Background: an optimization exercise with open tools, aiming at small area, a short achievable clock period and few clock cycles. Do not read the settings as production practice.
The RTL was checked by simulation tests, not by an equivalence proof against the original design.
Power and IR drop assume default switching activity.

===== flow/config.mk =====
export PLATFORM = sky130hd
export DESIGN_NAME = cobs_crc_frame_receiver_core
export DESIGN_NICKNAME = cobs_crc_frame_receiver_core
export VERILOG_FILES = /design/flow/design.v
export SDC_FILE = /design/flow/constraint.sdc
export NUM_CORES = 4
export LEC_CHECK = 0
export CAP_MARGIN = 20
export CORE_MARGIN = 2
export CORE_UTILIZATION = 40
export CTS_BUF_LIST = sky130_fd_sc_hd__clkbuf_16
export CTS_CLUSTER_DIAMETER = 80
export CTS_CLUSTER_SIZE = 35
export SETUP_SLACK_MARGIN = 5
export SLEW_MARGIN = 20

===== flow/constraint.sdc =====
create_clock -name core_clock -period 8.0 [get_ports {clk}]
set_input_delay 1.6000 -clock core_clock [delete_from_list [all_inputs] [get_ports {clk}]]
set_output_delay 1.6000 -clock core_clock [all_outputs]
set_load 0.01 [all_outputs]

===== flow/design.v =====
package ccfr_pkg;
  localparam logic [15:0] CRC_INIT = 16'hFFFF;
  localparam logic [15:0] CRC_POLY = 16'hA2EB;
  function automatic logic [5:0] kind_len_m1(input logic [2:0] kind);
    logic [5:0] r;
    case (kind)
      3'd0: r = 6'd60;
      3'd1: r = 6'd24;
      3'd2: r = 6'd28;
      3'd3: r = 6'd48;
      3'd4: r = 6'd63;
      3'd5: r = 6'd57;
      3'd6: r = 6'd57;
      default: r = 6'd39;
    endcase
    kind_len_m1 = r;
  endfunction
  function automatic logic [15:0] crc_byte(input logic [15:0] crc, input logic [7:0] b);
    logic [15:0] c;
    c = crc ^ {b, 8'h00};
    for (int k = 0; k < 8; k++) begin
      if (c[15]) c = {c[14:0], 1'b0} ^ CRC_POLY;
      else c = {c[14:0], 1'b0};
    end
    crc_byte = c;
  endfunction
  function automatic logic [4:0] rsp_cls(input logic [7:0] b);
    logic [4:0] r;
    r = 5'd0;
    r = r | ({5{b == 8'h0A}} & 5'd1);
    r = r | ({5{b == 8'h0D}} & 5'd2);
    r = r | ({5{b == 8'h20}} & 5'd3);
    r = r | ({5{b == 8'h2E}} & 5'd4);
    r = r | ({5{b == 8'h43}} & 5'd5);
    r = r | ({5{b == 8'h54}} & 5'd6);
    r = r | ({5{b == 8'h61}} & 5'd7);
    r = r | ({5{b == 8'h63}} & 5'd8);
    r = r | ({5{b == 8'h64}} & 5'd9);
    r = r | ({5{b == 8'h65}} & 5'd10);
    r = r | ({5{b == 8'h66}} & 5'd11);
    r = r | ({5{b == 8'h68}} & 5'd12);
    r = r | ({5{b == 8'h69}} & 5'd13);
    r = r | ({5{b == 8'h6C}} & 5'd14);
    r = r | ({5{b == 8'h6D}} & 5'd15);
    r = r | ({5{b == 8'h6E}} & 5'd16);
    r = r | ({5{b == 8'h6F}} & 5'd17);
    r = r | ({5{b == 8'h70}} & 5'd18);
    r = r | ({5{b == 8'h72}} & 5'd19);
    r = r | ({5{b == 8'h73}} & 5'd20);
    r = r | ({5{b == 8'h74}} & 5'd21);
    r = r | ({5{b == 8'h75}} & 5'd22);
    r = r | ({5{b == 8'h79}} & 5'd23);
    rsp_cls = r;
  endfunction
  localparam logic [4:0] M12_DONE_A = 5'd18;
  localparam logic [4:0] M12_DONE_B = 5'd27;
  function automatic logic [4:0] m12_exp(input logic [4:0] s);
    logic [4:0] r;
    r = 5'd0;
    r = r | ({5{s == 5'd1}} & 5'd17);
    r = r | ({5{s == 5'd2}} & 5'd15);
    r = r | ({5{s == 5'd3}} & 5'd15);
    r = r | ({5{s == 5'd4}} & 5'd7);
    r = r | ({5{s == 5'd5}} & 5'd16);
    r = r | ({5{s == 5'd6}} & 5'd9);
    r = r | ({5{s == 5'd7}} & 5'd3);
    r = r | ({5{s == 5'd9}} & 5'd22);
    r = r | ({5{s == 5'd10}} & 5'd8);
    r = r | ({5{s == 5'd11}} & 5'd8);
    r = r | ({5{s == 5'd12}} & 5'd10);
    r = r | ({5{s == 5'd13}} & 5'd10);
    r = r | ({5{s == 5'd14}} & 5'd9);
    r = r | ({5{s == 5'd15}} & 5'd4);
    r = r | ({5{s == 5'd16}} & 5'd2);
    r = r | ({5{s == 5'd17}} & 5'd1);
    r = r | ({5{s == 5'd19}} & 5'd7);
    r = r | ({5{s == 5'd20}} & 5'd13);
    r = r | ({5{s == 5'd21}} & 5'd14);
    r = r | ({5{s == 5'd22}} & 5'd10);
    r = r | ({5{s == 5'd23}} & 5'd9);
    r = r | ({5{s == 5'd24}} & 5'd4);
    r = r | ({5{s == 5'd25}} & 5'd2);
    r = r | ({5{s == 5'd26}} & 5'd1);
    m12_exp = r;
  endfunction
  function automatic logic [4:0] m12_next(input logic [4:0] s, input logic [4:0] c);
    logic [4:0] r;
    r = (c == 5'd5) ? 5'd1 : 5'd0;
    if (s == 5'd8) begin
      if (c == 5'd20) r = 5'd9;
      else if (c == 5'd11) r = 5'd19;
    end else if ((c != 5'd0) && (c == m12_exp(s))) begin
      r = s + 5'd1;
    end
    m12_next = r;
  endfunction
  localparam logic [5:0] M34_DONE_A = 6'd28;
  localparam logic [5:0] M34_DONE_B = 6'd50;
  function automatic logic [4:0] m34_exp(input logic [5:0] s);
    logic [4:0] r;
    r = 5'd0;
    r = r | ({5{s == 6'd1}} & 5'd12);
    r = r | ({5{s == 6'd2}} & 5'd13);
    r = r | ({5{s == 6'd3}} & 5'd20);
    r = r | ({5{s == 6'd4}} & 5'd3);
    r = r | ({5{s == 6'd5}} & 5'd8);
    r = r | ({5{s == 6'd6}} & 5'd17);
    r = r | ({5{s == 6'd7}} & 5'd15);
    r = r | ({5{s == 6'd8}} & 5'd15);
    r = r | ({5{s == 6'd9}} & 5'd7);
    r = r | ({5{s == 6'd10}} & 5'd16);
    r = r | ({5{s == 6'd11}} & 5'd9);
    r = r | ({5{s == 6'd12}} & 5'd3);
    r = r | ({5{s == 6'd13}} & 5'd13);
    r = r | ({5{s == 6'd14}} & 5'd20);
    r = r | ({5{s == 6'd15}} & 5'd3);
    r = r | ({5{s == 6'd17}} & 5'd19);
    r = r | ({5{s == 6'd18}} & 5'd19);
    r = r | ({5{s == 6'd19}} & 5'd17);
    r = r | ({5{s == 6'd20}} & 5'd16);
    r = r | ({5{s == 6'd21}} & 5'd10);
    r = r | ({5{s == 6'd22}} & 5'd17);
    r = r | ({5{s == 6'd23}} & 5'd22);
    r = r | ({5{s == 6'd24}} & 5'd20);
    r = r | ({5{s == 6'd25}} & 5'd4);
    r = r | ({5{s == 6'd26}} & 5'd2);
    r = r | ({5{s == 6'd27}} & 5'd1);
    r = r | ({5{s == 6'd29}} & 5'd17);
    r = r | ({5{s == 6'd30}} & 5'd21);
    r = r | ({5{s == 6'd31}} & 5'd3);
    r = r | ({5{s == 6'd32}} & 5'd13);
    r = r | ({5{s == 6'd33}} & 5'd15);
    r = r | ({5{s == 6'd34}} & 5'd18);
    r = r | ({5{s == 6'd35}} & 5'd14);
    r = r | ({5{s == 6'd36}} & 5'd10);
    r = r | ({5{s == 6'd37}} & 5'd15);
    r = r | ({5{s == 6'd38}} & 5'd10);
    r = r | ({5{s == 6'd39}} & 5'd16);
    r = r | ({5{s == 6'd40}} & 5'd21);
    r = r | ({5{s == 6'd41}} & 5'd10);
    r = r | ({5{s == 6'd42}} & 5'd9);
    r = r | ({5{s == 6'd43}} & 5'd3);
    r = r | ({5{s == 6'd44}} & 5'd23);
    r = r | ({5{s == 6'd45}} & 5'd10);
    r = r | ({5{s == 6'd46}} & 5'd21);
    r = r | ({5{s == 6'd47}} & 5'd4);
    r = r | ({5{s == 6'd48}} & 5'd2);
    r = r | ({5{s == 6'd49}} & 5'd1);
    m34_exp = r;
  endfunction
  function automatic logic [5:0] m34_next(input logic [5:0] s, input logic [4:0] c);
    logic [5:0] r;
    r = (c == 5'd6) ? 6'd1 : 6'd0;
    if (s == 6'd16) begin
      if (c == 5'd10) r = 6'd17;
      else if (c == 5'd16) r = 6'd29;
    end else if ((c != 5'd0) && (c == m34_exp(s))) begin
      r = s + 6'd1;
    end
    m34_next = r;
  endfunction
endpackage
module ccfr_crc (
  input  logic        clk,
  input  logic        init,
  input  logic        step,
  input  logic [7:0]  data,
  output logic [15:0] crc
);
  always_ff @(posedge clk) begin
    if (init) begin
      crc <= ccfr_pkg::CRC_INIT;
    end else if (step) begin
      crc <= ccfr_pkg::crc_byte(crc, data);
    end
  end
endmodule
module ccfr_ram #(
  parameter int WIDTH = 8,
  parameter int DEPTH = 66
) (
  input  logic             clk,
  input  logic             we,
  input  logic [WIDTH-1:0] wdata,
  output logic [WIDTH-1:0] rdata
);
  logic [WIDTH-1:0] ring [DEPTH];
  always_ff @(posedge clk) begin
    ring[0] <= we ? wdata : ring[DEPTH-1];
    for (int i = 1; i < DEPTH; i++) begin
      ring[i] <= ring[i-1];
    end
  end
  assign rdata = ring[DEPTH-2];
endmodule
module ccfr_ctrl (
  input  logic       clk,
  input  logic       rst,
  input  logic       in_v,
  input  logic       wr_ok,        
  input  logic       q_full,       
  output logic       hold,         
  input  logic       in_r,
  input  logic [7:0] in_b,
  input  logic       in_z,         
  output logic       wr_en,        
  output logic       wr_start,     
  output logic [7:0] wr_data,
  output logic       commit,       
  output logic       drop,         
  output logic       doom,         
  output logic       push,         
  output logic [6:0] desc
);
  logic        sync;
  logic [7:0]  ecnt;     
  logic [7:0]  rem;      
  logic        rem_z;    
  logic        ecnt_nz;  
  logic        lrem_nz;  
  logic        dst;      
  logic [2:0]  kind;
  logic [5:0]  lrem;     
  logic        over;     
  logic        cok;      
  logic [4:0]  in_cls;   
  logic [4:0]  m12;      
  logic [5:0]  m34;
  logic [15:0] crc;
  logic v, wr_need, push_need;
  logic is_zero, ev_resync, ev_delim, ev_data, ev_ovf, ev_store, ev_close;
  logic is_code, d_emit, frame_rst, crc_feed;
  logic [7:0] d;
  logic [3:0] st;
  logic [2:0] st_kind;
  assign is_zero   = in_z;
  assign in_cls    = ccfr_pkg::rsp_cls(in_b);
  assign wr_need   = !in_r && !is_zero && sync && !ecnt[7] &&
                     (!is_code || ecnt_nz) && (!dst || lrem_nz);
  assign push_need = !in_r && sync && (is_zero ? ecnt_nz : ecnt[7]);
  assign hold      = in_v && ((wr_need && !wr_ok) || (push_need && q_full));
  assign v         = in_v && !hold;
  assign ev_resync = v && in_r;
  assign ev_delim  = v && !in_r && is_zero;
  assign ev_data   = v && !in_r && !is_zero && sync;
  assign ev_ovf    = ev_data && ecnt[7];
  assign ev_store  = ev_data && !ecnt[7];
  assign ev_close  = ev_delim && sync && ecnt_nz;
  assign frame_rst = ev_resync || ev_delim || ev_ovf;
  assign is_code   = rem_z;
  assign d_emit    = ev_store && (!is_code || ecnt_nz);
  assign d         = is_code ? 8'd0 : in_b;
  assign crc_feed  = d_emit && (!dst || (lrem > 6'd2));
  assign wr_en     = d_emit && (!dst || lrem_nz);
  assign wr_data   = d;
  assign wr_start  = !dst;
  assign doom      = d_emit && dst && !lrem_nz;
  always_comb begin
    st_kind = 3'd0;
    if (!is_code)                                   st = 4'd5;
    else if (m12 == ccfr_pkg::M12_DONE_A)           st = 4'd1;
    else if (m12 == ccfr_pkg::M12_DONE_B)           st = 4'd2;
    else if (m34 == ccfr_pkg::M34_DONE_A)           st = 4'd3;
    else if (m34 == ccfr_pkg::M34_DONE_B)           st = 4'd4;
    else if (!dst)                                  st = 4'd6;
    else begin
      st_kind = kind;
      if (over || lrem_nz)                          st = 4'd6;
      else if (!cok)                                st = 4'd7;
      else                                          st = 4'd0;
    end
  end
  assign push   = ev_close || ev_ovf;
  assign desc   = ev_ovf ? {3'd0, 4'd8} : {st_kind, st};
  assign commit = ev_close && (st == 4'd0);
  assign drop   = ev_resync || ev_ovf || (ev_close && (st != 4'd0));
  ccfr_crc u_crc (
    .clk  (clk),
    .init (rst || frame_rst),
    .step (crc_feed),
    .data (d),
    .crc  (crc)
  );
  always_ff @(posedge clk) begin
    if (rst) begin
      sync <= 1'b0;
    end else if (ev_resync || ev_ovf) begin
      sync <= 1'b0;
    end else if (ev_delim) begin
      sync <= 1'b1;
    end
  end
  always_ff @(posedge clk) begin
    if (rst || frame_rst) begin
      ecnt    <= 8'd0;
      ecnt_nz <= 1'b0;
      rem     <= 8'd0;
      rem_z   <= 1'b1;
      dst  <= 1'b0;
      over <= 1'b0;
      m12  <= '0;
      m34  <= '0;
    end else if (ev_store) begin
      ecnt    <= ecnt + 8'd1;
      ecnt_nz <= 1'b1;
      if (is_code) begin
        rem   <= in_b - 8'd1;
        rem_z <= (in_b == 8'd1);
      end else begin
        rem   <= rem - 8'd1;
        rem_z <= (rem == 8'd1);
      end
      if (d_emit) begin
        m12 <= is_code ? 5'd0 : ccfr_pkg::m12_next(m12, in_cls);
        m34 <= is_code ? 6'd0 : ccfr_pkg::m34_next(m34, in_cls);
        if (!dst) begin
          dst  <= 1'b1;
          kind <= d[2:0];
          lrem    <= ccfr_pkg::kind_len_m1(d[2:0]);
          lrem_nz <= 1'b1;
        end else if (!lrem_nz) begin
          over <= 1'b1;
        end else begin
          lrem    <= lrem - 6'd1;
          lrem_nz <= (lrem != 6'd1);
        end
        if (dst && (lrem == 6'd2)) cok <= (d == crc[7:0]);
        if (dst && (lrem == 6'd1)) cok <= cok && (d == crc[15:8]);
      end
    end
  end
endmodule
module cobs_crc_frame_receiver_core (
  input  logic       clk,
  input  logic       rst,
  input  logic       s_axis_tvalid,
  output logic       s_axis_tready,
  input  logic [7:0] s_axis_tdata,   
  input  logic [0:0] s_axis_tuser,   
  output logic       m_axis_tvalid,
  input  logic       m_axis_tready,
  output logic [7:0] m_axis_tdata,   
  output logic [7:0] m_axis_tuser,   
  output logic       m_axis_tlast
);
  logic       rdy_q;
  logic       acc;
  logic       in_v;
  logic       in_r;
  logic [7:0] in_b;
  logic       in_z;
  logic [7:0] in_b_n;
  logic       sk_v;
  logic       sk_r;
  logic [7:0] sk_b;
  logic       hold;
  logic       proc;
  logic       in_v_n;
  logic       sk_v_n;
  assign s_axis_tready = rdy_q;
  assign acc  = s_axis_tvalid && rdy_q;
  assign proc = in_v && !hold;
  always_comb begin
    in_v_n = in_v;
    sk_v_n = sk_v;
    if (proc || !in_v) begin
      in_v_n = sk_v || acc;
      sk_v_n = sk_v && acc;
    end else if (acc) begin
      sk_v_n = 1'b1;
    end
  end
  assign in_b_n = sk_v ? sk_b : s_axis_tdata;
  always_ff @(posedge clk) begin
    if (rst) begin
      in_v  <= 1'b0;
      sk_v  <= 1'b0;
      rdy_q <= 1'b1;
    end else begin
      in_v  <= in_v_n;
      sk_v  <= sk_v_n;
      rdy_q <= !(in_v_n && sk_v_n);
    end
    if (proc || !in_v) begin
      in_b   <= in_b_n;
      in_z   <= (in_b_n == 8'd0);
      in_r   <= sk_v ? sk_r : s_axis_tuser[0];
    end
    if (!sk_v || proc) begin
      sk_b <= s_axis_tdata;
      sk_r <= s_axis_tuser[0];
    end
  end
  logic       wr_ok;
  logic       wr_en;
  logic       wr_start;
  logic [7:0] wr_data;
  logic       commit;
  logic       drop;
  logic       doom;
  logic       push;
  logic [6:0] desc;
  logic       q_full;
  ccfr_ctrl u_ctrl (
    .clk       (clk),
    .rst       (rst),
    .in_v      (in_v),
    .wr_ok     (wr_ok),
    .q_full    (q_full),
    .hold      (hold),
    .in_r      (in_r),
    .in_b      (in_b),
    .in_z      (in_z),
    .wr_en     (wr_en),
    .wr_start  (wr_start),
    .wr_data   (wr_data),
    .commit    (commit),
    .drop      (drop),
    .doom      (doom),
    .push      (push),
    .desc      (desc)
  );
  localparam int N = 66;
  logic [6:0] ph;        
  logic [6:0] ph_n;      
  logic [6:0] head;      
  logic [6:0] fs;        
  logic       fw;        
  logic [7:0] rd_data;
  function automatic logic [6:0] inc(input logic [6:0] a);
    inc = (a == 7'(N - 1)) ? 7'd0 : a + 7'd1;
  endfunction
  ccfr_ram #(.WIDTH(8), .DEPTH(N)) u_ram (
    .clk   (clk),
    .we    (wr_en),
    .wdata (wr_data),
    .rdata (rd_data)
  );
  logic [10:0] dq0, dq1;
  logic [10:0] qin;
  logic        qgood;
  assign qgood = (desc[3:0] == 4'd0);
  assign qin   = {qgood, desc[6:4], qgood ? fs : {3'd0, desc[3:0]}};
  logic [1:0]  dcnt;
  logic        pop;
  always_ff @(posedge clk) begin
    if (rst) begin
      dcnt <= 2'd0;
    end else begin
      dcnt <= dcnt + {1'b0, push} - {1'b0, pop};
    end
    if (pop) begin
      dq0 <= (push && dcnt == 2'd1) ? qin : dq1;
    end else if (push && dcnt == 2'd0) begin
      dq0 <= qin;
    end
    if (push && (dcnt != 2'd0)) dq1 <= qin;
  end
  assign q_full = dcnt[1];
  logic       adv;
  logic       oact;      
  logic [6:0] rs;        
  logic [5:0] orem;      
  logic       g0, g1;
  logic       start_frame;
  logic       emit;
  assign g0          = (dcnt != 2'd0) && dq0[10];
  assign g1          = dcnt[1] && dq1[10];
  assign adv         = !m_axis_tvalid || m_axis_tready;
  assign start_frame = adv && !oact && g0 && (dq0[6:0] == ph_n);
  assign emit        = adv && oact && (rs == ph_n);
  assign pop         = adv && !oact && (dcnt != 2'd0) && (!g0 || (dq0[6:0] == ph_n));
  always_ff @(posedge clk) begin
    if (rst) begin
      m_axis_tvalid <= 1'b0;
      oact          <= 1'b0;
    end else if (adv) begin
      m_axis_tvalid <= pop || emit;
      if (start_frame) oact <= 1'b1;
      else if (emit && orem == 6'd1) oact <= 1'b0;
    end
  end
  always_ff @(posedge clk) begin
    if (emit) begin
      m_axis_tdata <= rd_data;
      m_axis_tlast <= (orem == 6'd1);
      orem         <= orem - 6'd1;
      rs           <= inc(ph_n);
    end else if (start_frame) begin
      m_axis_tdata <= rd_data;
      m_axis_tuser <= {1'b1, dq0[9:7], 4'd0};
      m_axis_tlast <= 1'b0;
      orem         <= ccfr_pkg::kind_len_m1(dq0[9:7]);
      rs           <= inc(ph_n);
    end else if (pop) begin
      m_axis_tdata <= 8'd0;
      m_axis_tuser <= {1'b0, dq0[9:7], dq0[3:0]};
      m_axis_tlast <= 1'b1;
    end
  end
  logic live;
  logic full;
  logic sync_w;
  assign live   = oact || g0 || g1 || fw;
  assign full   = (oact && (rs == ph)) || (g0 && (dq0[6:0] == ph)) || (g1 && (dq1[6:0] == ph));
  assign sync_w = (ph == head) && !full;
  assign wr_ok  = sync_w || (wr_start && !live);
  always_ff @(posedge clk) begin
    if (rst) begin
      ph   <= '0;
      ph_n <= 7'd1;
      head <= '0;
      fw   <= 1'b0;
    end else begin
      ph   <= ph_n;
      ph_n <= inc(ph_n);
      if (drop || commit || doom) fw <= 1'b0;
      else if (wr_en)     fw <= 1'b1;
      if (wr_en || ((!fw || drop || commit || doom) && (sync_w || !live))) head <= ph_n;
    end
    if (wr_en && wr_start) fs <= ph;
  end
endmodule

===== flow/run.sh =====
#!/bin/bash
# synth_recipe.tcl (not shown) runs the flow's synth.tcl, then flattens the netlist and writes it again
# the make line also repeats each setting of config.mk as NAME=value (left out here)
make -C /OpenROAD-flow-scripts/flow DESIGN_CONFIG=/design/flow/config.mk WORK_HOME=/design/flow/orfs CLKGATE_MAP_FILE= SYNTH_SCRIPT=/design/flow/synth_recipe.tcl finish

==> results of run 1 <==
registers in the layout, summed over array words and instances (netlist names), 8 cells and up:
register / count
m_axis_tdata: 8
sk_b: 8
u_ram.ring: 528
u_ctrl.rem: 8
m_axis_tuser: 8
dq0: 11
u_ctrl.u_crc.crc: 16
u_ctrl.ecnt: 8
in_b: 8
dq1: 11
cell usage in the layout, fill, tap and decap left out, types with 16 or more instances in the layout:
| master | Yosys | routed |
|---|---|---|
| sky130_fd_sc_hd__a21oi_1 | 49 | 47 |
| sky130_fd_sc_hd__buf_4 | 7 | 43 |
| sky130_fd_sc_hd__clkbuf_16 | 0 | 30 |
| sky130_fd_sc_hd__dfxtp_1 | 605 | 589 |
| sky130_fd_sc_hd__edfxtp_1 | 89 | 89 |
| sky130_fd_sc_hd__ha_1 | 27 | 19 |
| sky130_fd_sc_hd__inv_1 | 31 | 32 |
| sky130_fd_sc_hd__mux2_2 | 29 | 22 |
| sky130_fd_sc_hd__mux2i_1 | 16 | 16 |
| sky130_fd_sc_hd__nand2_1 | 73 | 72 |
| sky130_fd_sc_hd__nand2b_1 | 22 | 21 |
| sky130_fd_sc_hd__nand3_1 | 35 | 34 |
| sky130_fd_sc_hd__nand4_1 | 17 | 17 |
| sky130_fd_sc_hd__nor2_1 | 106 | 97 |
| sky130_fd_sc_hd__nor2b_1 | 39 | 36 |
| sky130_fd_sc_hd__nor3_1 | 21 | 19 |
| sky130_fd_sc_hd__o21ai_0 | 33 | 33 |
| sky130_fd_sc_hd__xnor2_1 | 76 | 74 |
| sky130_fd_sc_hd__xor2_1 | 52 | 52 |
through the flow:
stage | util, % | instance area (um2) | setup WS (ns) | power, mW | hold slack, ns
2_1_floorplan | - | 21000 | 4.91 | 3.70 | 0.310
3_3_place_gp | 42.4 | 21800 | 3.93 | 3.72 | 0.310
3_5_place_dp | 42.4 | 21800 | 3.88 | 3.72 | 0.312
4_1_cts | 44.8 | 23100 | 4.96 | 5.62 | 0.273
5_1_grt | 45.5 | 23400 | 4.88 | 5.78 | 0.282
6_report | 45.5 | 23400 | 4.99 | 5.57 | 0.286
per-layer routing:
layer | global-route usage, % | up-vias
li1 | - | 5561
met1 | 19.5 | 5294
met2 | 19.6 | 194
met3 | 1.96 | 44
met4 | 3.32 | 0
met5 | 0 | -
power groups by stage:
stage | clock, mW | sequential [mW] | combinational (mW)
after floorplan | 0 | 3.61 | 0.0811
after global placement | 0 | 3.63 | 0.0879
after detailed placement | 0 | 3.63 | 0.0887
after CTS | 1.97 | 3.55 | 0.100
after global routing | 2.10 | 3.55 | 0.132
final | 1.90 | 3.54 | 0.121
cells by family after synthesis:
kind of cell,synth area share (%)
AOI/OAI and AO/OA,6.65
xor gates and xnor gates,5.83
adders and majority gates,1.67
buffers and inverters,2.25
DFF,70.8
muxes,2.56
and+or+nand+nor,10.3
how the worst max path moves through the flow:
stage,startpoint,endpoint,slack (ns),cells after the start
2_1_floorplan,m_axis_tready,dq0[0]$_DFFE_PP_,4.91,6
3_3_place_gp,m_axis_tready,m_axis_tlast$_DFFE_PP_,3.93,8
3_5_place_dp,m_axis_tready,m_axis_tlast$_DFFE_PP_,3.88,8
4_1_cts,m_axis_tdata[1]$_DFFE_PP_,m_axis_tdata[1],4.96,1
5_1_grt,u_ctrl.m12[0]$_SDFFE_PP0P_,u_ctrl.m12[0]$_SDFFE_PP0P_,4.88,11
6_report,m_axis_tdata[0]$_DFFE_PP_,m_axis_tdata[0],4.99,1
cell type report:
type | count | area (um2) | area share (%)
well taps | 680 | 851 | 3.63
multi-input cells | 814 | 5950 | 25.4
repair buffers | 78 | 654 | 2.79
clock inverters | 17 | 310 | 1.32
flip-flops and latches | 694 | 14800 | 63.2
clock buffers | 30 | 751 | 3.20
inverters | 31 | 116 | 0.496
timing repair:
action,4_1_cts,5_1_grt
resized for setup,69,42
pin swaps,4,7
setup buffers,19,22
setup endpoints to repair,109,84
==> tab_implementation.tex, run 1 <==
\begin{tabular}{lr}
\hline
Metric & Value \\
\hline
\multicolumn{2}{l}{\textbf{Global route}} \\
Global-route wire length before repair & 57200 um \\
Initial antenna violation count & 1 \\
GR Util All Layers & around an eighth \\
Via count of the first global-routing pass & 10500 \\
Largest net degree at the start of global routing & 42 \\
GR Overflow Total & 0 \\
\multicolumn{2}{l}{\textbf{Setup path}} \\
Worst flop-to-flop path startpoint & in\_b[0]\$\_DFFE\_PN\_ \\
CP Max Fanout & 1 \\
R2R cell count & 12 \\
Crit path largest cell delay & roughly 0.56 ns \\
Register-to-register setup slack & 5.04 ns \\
CP Launch Type & flop \\
Critical path cell sequence & buf\_2 \\
Library cell contributing the largest single delay on the critical path & sky130\_fd\_sc\_hd\_\_edfxtp\_1 \\
Terminus of the critical flop-to-flop path & u\_ctrl.m12[0]\$\_SDFFE\_PP0P\_ \\
WS Path Type & reg2out \\
Number of buffer and inverter instances along the worst setup path & 1 \\
Type of destination of the critical path & output pin \\
Required time worst endpoint & $\sim$6.4 ns \\
Arrival time reported for the critical path endpoint & between 1 and 1.5 ns \\
Kind of cell with the highest combined delay on the critical path & flip-flops \\
\multicolumn{2}{l}{\textbf{Synthesis}} \\
Warnings from Yosys & 5 \\
Post-synth net total & 1641 \\
Syn Std Cell Area & approximately 21000 um2 \\
Post-Syn Area per Cell & around 13 um2 \\
Prevailing post-synth register cell & sky130\_fd\_sc\_hd\_\_dfxtp\_1 \\
Top-count cell post-synth & sky130\_fd\_sc\_hd\_\_dfxtp\_1 \\
Count of different cell masters after synthesis & just over 100 \\
Area fraction of the dominant cell type after synthesis & 58.0\% \\
Number of synthesized flops with an enable pin & between 80 and 90 \\
Cell type with the highest aggregate area in the netlist & sky130\_fd\_sc\_hd\_\_dfxtp\_1 \\
Post-synthesis cell count & roughly 1600 \\
Seq cells post-synth & $\sim$700 \\
Cell types with the highest counts after synthesis & sky130\_fd\_sc\_hd\_\_dfxtp\_1, sky130\_fd\_sc\_hd\_\_nor2\_1, sky130\_fd\_sc\_hd\_\_edfxtp\_1, sky130\_fd\_sc\_hd\_\_xnor2\_1, sky130\_fd\_sc\_hd\_\_nand2\_1 \\
Sequential area share after synthesis & 70.8\% \\
Async set-or-reset flop fraction in the synthesized netlist & 0\% \\
Dominant cells by area after synthesis & sky130\_fd\_sc\_hd\_\_dfxtp\_1, sky130\_fd\_sc\_hd\_\_edfxtp\_1, sky130\_fd\_sc\_hd\_\_xnor2\_1 \\
\multicolumn{2}{l}{\textbf{Timing}} \\
Shortest period the worst path allows & approximately 3.0 ns \\
Slew of the pin with the lowest slew margin & 0.870 ns \\
Final-report max-slew violation count & 0 \\
RSZ-0062 raised after global routing & yes \\
Hold violation total from the final report & 0 \\
Setup Skew & between 0.06 and 0.07 ns \\
Setup Total Neg Slack & 0 ns \\
Final clock period utilization by the worst path & 37.6\% \\
Worst-case headroom to the max-slew limit & 41.1\% \\
Fmax & around 330 MHz \\
Number of setup violations in the final report & 0 \\
\multicolumn{2}{l}{\textbf{Clock tree}} \\
TritonCTS clock tree & done \\
TritonCTS Sinks & 694 \\
Clock Latency Late Sink & approximately 0.64 ns \\
Worst-path clk slew & 0.12 ns \\
Hold Buf Count CTS & 0 \\
Cell at the root of the clock tree & sky130\_fd\_sc\_hd\_\_clkbuf\_16 \\
Maximum clock insertion buffer count & 3 \\
H-tree level count & 1 \\
Number of CTS-inserted buffers & 30 \\
\multicolumn{2}{l}{\textbf{Detailed routing}} \\
Met3 wirelength from detailed routing & approximately 1400 um \\
Drt first pass iters & 5 \\
DR DRC count & 0 \\
Via count & 11100 \\
First DRT Iteration DRCs & 763 \\
Routed wire length per instance & 15.1 um \\
ANT nets after route & 0 \\
Overall routed net length & about 35000 um \\
Detailed-routed wire length on met2 & approximately 15000 um \\
Metal1 wirelength & between 15000 and 20000 um \\
Detailed-route vias per instance & $\sim$4.7 \\
Highest routed layer & met4 \\
\multicolumn{2}{l}{\textbf{Floorplan}} \\
DIE HEIGHT & between 200 and 250 um \\
Total die area & $\sim$54000 um2 \\
Effective utilization at floorplan & between 40\% and 50\% \\
Area of the core & roughly 50000 um2 \\
Die W & approximately 230 um \\
I/O pins & 32 \\
Site Rows & 83 \\
\multicolumn{2}{l}{\textbf{Final layout}} \\
Final cell count without fillers & 2344 \\
Total of fill cells in the finished design & 4638 \\
Layout net count & $\sim$1700 \\
Ratio of cells with drive above 1 in the final layout & between 10\% and 20\% \\
Area delta synth->final & 12.2\% \\
Antenna diode count & 0 \\
\multicolumn{2}{l}{\textbf{Power}} \\
Part of the total power dissipated in combinational logic & 2.2\% \\
Cell internal power dissipation & 4.35 mW \\
VDD IR-drop max & between 0.15 and 0.2 mV \\
Sw power & between 1 and 1.5 mW \\
Portion of total power attributed to sequential cells & between 60 and 70\% \\
Switch share & between 20 and 25\% \\
Power per cell area & approximately 240 nW/um2 \\
Proportion of power drawn by the clock network & 34.2\% \\
Leakage power summed over all cells & 8.76 nW \\
\multicolumn{2}{l}{\textbf{Placement}} \\
Cell total after placement & about 2300 \\
Final weighted congestion in routability-driven placement & $\sim$0.87 \\
Final HPWL from detailed placement & around 22000 um \\
Number of port buffers & 31 \\
\multicolumn{2}{l}{\textbf{Min path}} \\
Hold path startpoint & u\_ram.ring[0][2]\$\_DFF\_P\_ \\
Hold Path Depth & 0 \\
Terminating pin of the worst hold path & u\_ram.ring[1][2]\$\_DFF\_P\_ \\
Path category of the worst min-delay check & reg2reg \\
\multicolumn{2}{l}{\textbf{Run}} \\
Count of maximum capacitance violations & 0 \\
\multicolumn{2}{l}{\textbf{Run status}} \\
Result of the run & finished clean \\
\hline
\end{tabular}
Testbench counts, summed over its fixed seeds: cycles 15,433.
==> run 2: changes to the inputs <==
--- a/flow/config.mk
+++ b/flow/config.mk
@@ -8,8 +8,8 @@
 export CAP_MARGIN = 20
 export CORE_MARGIN = 2
 export CORE_UTILIZATION = 40
-export CTS_BUF_LIST = sky130_fd_sc_hd__clkbuf_16
-export CTS_CLUSTER_DIAMETER = 80
-export CTS_CLUSTER_SIZE = 35
+export CTS_BUF_LIST = sky130_fd_sc_hd__clkbuf_8 sky130_fd_sc_hd__clkbuf_16
+export CTS_CLUSTER_DIAMETER = 60
+export CTS_CLUSTER_SIZE = 25
 export SETUP_SLACK_MARGIN = 5
 export SLEW_MARGIN = 20
==> run 2 against run 1 <==
  * Global-route usage is 0.34 points higher
  * Register-to-register slack hardly changed
  * Critical path depth is 10 higher
  * Worst hold slack better by 0.026 ns
  * Via count is 0.90% higher
  * Design area is 1.5% higher
  * Sequential power hardly changed
  * Worst setup slack better by 0.052 ns
  * Die area stayed put
  * Largest power group unchanged
  * Highest routed layer unchanged
  * Still clean
==> tab_implementation.tex, run 2 <==
\begin{tabular}{lr}
\hline
Metric & Value \\
\hline
\multicolumn{2}{l}{\textbf{Run status}} \\
Result of the run & finished clean \\
\multicolumn{2}{l}{\textbf{Placement}} \\
Number of port buffers & 31 \\
Cell area after placement & approximately 22000 um2 \\
Final weighted congestion in routability-driven placement & just under 0.9 \\
Post-Place Worst Slack & 3.88 ns \\
Final HPWL from detailed placement & 22500 um \\
\multicolumn{2}{l}{\textbf{Synthesis}} \\
Syn Std Cell Area & 20900 um2 \\
Post-synthesis cell count & 1601 \\
Dominant cells by area after synthesis & sky130\_fd\_sc\_hd\_\_dfxtp\_1, sky130\_fd\_sc\_hd\_\_edfxtp\_1, sky130\_fd\_sc\_hd\_\_xnor2\_1 \\
Top-count cell post-synth & sky130\_fd\_sc\_hd\_\_dfxtp\_1 \\
Count of different cell masters after synthesis & $\sim$100 \\
Cell type with the highest aggregate area in the netlist & sky130\_fd\_sc\_hd\_\_dfxtp\_1 \\
Cell types with the highest counts after synthesis & sky130\_fd\_sc\_hd\_\_dfxtp\_1, sky130\_fd\_sc\_hd\_\_nor2\_1, sky130\_fd\_sc\_hd\_\_edfxtp\_1, sky130\_fd\_sc\_hd\_\_xnor2\_1, sky130\_fd\_sc\_hd\_\_nand2\_1 \\
Warnings from Yosys & 5 \\
Area fraction of the dominant cell type after synthesis & 58.0\% \\
Sequential area share after synthesis & between 70\% and 80\% \\
Post-Syn Area per Cell & around 13 um2 \\
Async set-or-reset flop fraction in the synthesized netlist & 0\% \\
Number of synthesized flops with an enable pin & 89 \\
Prevailing post-synth register cell & sky130\_fd\_sc\_hd\_\_dfxtp\_1 \\
Post-synth net total & about 1600 \\
Seq cells post-synth & about 700 \\
\multicolumn{2}{l}{\textbf{Power}} \\
Leakage power summed over all cells & roughly 9.0 nW \\
Proportion of power drawn by the clock network & about 37\% \\
Power per cell area & 246 nW/um2 \\
Sw power & 1.26 mW \\
Overall power after layout & just under 6 mW \\
Portion of total power attributed to sequential cells & between 60\% and 70\% \\
Cell internal power dissipation & $\sim$4.6 mW \\
VDD IR-drop max & about 0.2 mV \\
Switch share & between 20\% and 30\% \\
Part of the total power dissipated in combinational logic & under 10\% \\
\multicolumn{2}{l}{\textbf{Final layout}} \\
Largest register FFs & 528 \\
Antenna diode count & 0 \\
Layout net count & around 1700 \\
Most used cells in the layout excluding fill and tap cells & sky130\_fd\_sc\_hd\_\_dfxtp\_1, sky130\_fd\_sc\_hd\_\_nor2\_1, sky130\_fd\_sc\_hd\_\_edfxtp\_1, sky130\_fd\_sc\_hd\_\_xnor2\_1, sky130\_fd\_sc\_hd\_\_nand2\_1 \\
Ratio of cells with drive above 1 in the final layout & between 15 and 20\% \\
Area occupied by multi-input gates & just under 6000 um2 \\
Leading registers by flop count & u\_ram.ring x528, u\_ctrl.u\_crc.crc x16 \\
Area delta synth->final & 13.9\% \\
Register Area & around 15000 um2 \\
Total of fill cells in the finished design & between 4000 and 5000 \\
Largest reg by FF count & u\_ram.ring \\
Final non-filler cell area & about 24000 um2 \\
Commonest non-fill, non-tap cell in the layout & sky130\_fd\_sc\_hd\_\_dfxtp\_1 \\
\multicolumn{2}{l}{\textbf{Clock tree}} \\
TritonCTS clock tree & done \\
TritonCTS Sinks & between 600 and 700 \\
Worst-path clk slew & roughly 0.09 ns \\
Maximum clock insertion buffer count & 3 \\
Cell at the root of the clock tree & sky130\_fd\_sc\_hd\_\_clkbuf\_16 \\
Number of CTS-inserted buffers & 42 \\
Clock Latency Late Sink & $\sim$0.6 ns \\
H-tree level count & 2 \\
\multicolumn{2}{l}{\textbf{Timing}} \\
Setup Total Neg Slack & 0 ns \\
Worst hold slack across all endpoints & 0.312 ns \\
Number of setup violations in the final report & 0 \\
Worst-case headroom to the max-slew limit & around 43\% \\
Fmax & $\sim$340 MHz \\
Setup Skew & roughly 0.031 ns \\
Final WS setup & around 5.0 ns \\
RSZ-0062 raised after global routing & yes \\
Shortest period the worst path allows & slightly below 3 ns \\
Slew of the pin with the lowest slew margin & $\sim$0.84 ns \\
Hold violation total from the final report & 0 \\
Final clock period utilization by the worst path & between 30\% and 40\% \\
Final-report max-slew violation count & 0 \\
\multicolumn{2}{l}{\textbf{Floorplan}} \\
I/O pins & 32 \\
DIE HEIGHT & $\sim$230 um \\
Area of the core & approximately 52000 um2 \\
Total die area & 54100 um2 \\
Die W & roughly 230 um \\
Site Rows & 83 \\
Effective utilization at floorplan & between 40\% and 50\% \\
\multicolumn{2}{l}{\textbf{Setup path}} \\
CP Launch Type & flop \\
R2R cell count & 11 \\
Required time worst endpoint & $\sim$8.5 ns \\
WS Path Type & reg2reg \\
Type of destination of the critical path & flop \\
Arrival time reported for the critical path endpoint & around 3.5 ns \\
CP Max Fanout & 6 \\
\multicolumn{2}{l}{\textbf{Global route}} \\
Initial antenna violation count & 1 \\
Global-route wire length before repair & 57800 um \\
GR Util All Layers & 13.4\% \\
GR Overflow Total & 0 \\
Via count of the first global-routing pass & 10600 \\
Largest net degree at the start of global routing & 42 \\
\multicolumn{2}{l}{\textbf{Detailed routing}} \\
First DRT Iteration DRCs & 761 \\
Drt first pass iters & 5 \\
Via count & $\sim$11000 \\
DR DRC count & 0 \\
Detailed-route vias per instance & 4.72 \\
ANT nets after route & 0 \\
Overall routed net length & 36000 um \\
Routed wire length per instance & 15.2 um \\
\multicolumn{2}{l}{\textbf{Min path}} \\
Path category of the worst min-delay check & reg2reg \\
Hold Path Depth & 0 \\
\multicolumn{2}{l}{\textbf{Run}} \\
Count of maximum capacitance violations & 0 \\
\hline
\end{tabular}
[run 2: cell types whose count changed in the layout (fill, tap and decap cells not counted), moves of 3 or more]
cell                        delta
sky130_fd_sc_hd__clkbuf_16    +12
sky130_fd_sc_hd__buf_4         +9
sky130_fd_sc_hd__clkinv_16     -5
sky130_fd_sc_hd__clkinv_8      +4
sky130_fd_sc_hd__inv_6         +4
sky130_fd_sc_hd__inv_12        +3
sky130_fd_sc_hd__inv_16        -3
[run 2: worst paths after layout]
check / startpoint / end / slack, ns
max reg2reg: in_b[0]$_DFFE_PN_ / u_ctrl.m34[1]$_SDFFE_PP0P_ / 5.04
max: in_b[0]$_DFFE_PN_ / u_ctrl.m34[1]$_SDFFE_PP0P_ / 5.04
min: u_ram.ring[21][0]$_DFF_P_ / u_ram.ring[22][0]$_DFF_P_ / 0.31
min reg2reg: u_ram.ring[21][0]$_DFF_P_ / u_ram.ring[22][0]$_DFF_P_ / 0.31
[run 2: through the flow]
step	utilization, %	std cells
floorplan	-	1601
global placement	42.4	2256
detailed placement	42.4	2256
CTS	45.4	2340
global route	46.2	2371
finish	46.2	2371
[run 2: area by class of cell]
cell class	instances	share of cell area (%)
clock inverters	22	1.11
inverters	31	0.500
multi-input cells	814	25.1
flip-flops and latches	694	62.2
repair buffers	87	3.04
clock buffers	43	4.48
well taps	680	3.58
[run 2: repair_timing]
item / 4_1_cts / 5_1_grt
pin swaps: 4 / 19
hold buffers: 0 / 0
gates resized for setup: 70 / 38
cloned: 0 / 0
setup endpoints to repair: 109 / 54
setup buffers: 19 / 31
[run 2: worst max-delay path: stages, from the launching register on]
cell,delay [ns]
sky130_fd_sc_hd__edfxtp_1,0.45
sky130_fd_sc_hd__inv_2,0.17
sky130_fd_sc_hd__ha_4,0.15
sky130_fd_sc_hd__or3b_4,0.39
sky130_fd_sc_hd__a2111oi_4,0.36
sky130_fd_sc_hd__nor2_2,0.10
sky130_fd_sc_hd__and3_4,0.23
sky130_fd_sc_hd__xnor2_2,0.13
sky130_fd_sc_hd__nor3_2,0.26
sky130_fd_sc_hd__nand4b_4,0.18
sky130_fd_sc_hd__or3_1,0.35
sky130_fd_sc_hd__a21oi_2,0.12
[run 2: routing by layer]
layer	vias to the layer above	wire (um)	GRT usage (%)
li1	5611	-	-
met1	5321	17900	19.3
met2	198	15500	19.9
met3	63	1680	3.11
met4	0	859	4.00
met5	-	0	0
[run 2: power by group through the flow]
stage / logic, mW / clock network [mW] / registers [mW]
6_report: 0.124 / 2.19 / 3.54
4_1_cts: 0.101 / 2.28 / 3.55
2_1_floorplan: 0.0811 / 0 / 3.61
3_3_place_gp: 0.0879 / 0 / 3.63
3_5_place_dp: 0.0887 / 0 / 3.63
5_1_grt: 0.135 / 2.41 / 3.55
[run 2: kinds of logic after synthesis]
logic type      synth area share, %
flops                          70.8
simple gates                   10.3
compound gates                 6.65
xor+xnor                       5.83
buf+inv                        2.25
mux                            2.56
fa+ha+maj                      1.67

==> separate check: timing with driven ports <==
In the flow no input, the clock included, has a driving cell. The finished layouts below were timed again as built, in two steps. Step 1: set_driving_cell puts a clkbuf_16 on clk and a buf_2 on each other input, an assumption about the parent block. Step 2 adds t to the input delays and takes it off the output delays; t is the mean of the earliest and latest rising clock arrival at the registers after step 1. Input paths then give back, and output paths get back, about the clock's delay inside the block. Three values: ideal ports, drivers, drivers and shift; two values: the first two.
run | t (ns) | setup WS [ns] | latest minus earliest clock arrival (ns)
run 1 | 0.669 | 4.990 / 4.932 / 4.505 | 0.062 / 0.062
run 2 | 0.640 | 5.042 / 4.991 / 4.522 | 0.040 / 0.040
After both steps setup and hold are still met in every run listed. The setup slack of run 2, which loses most, moves by -0.051 ns with the drivers and by -0.520 ns with both steps.
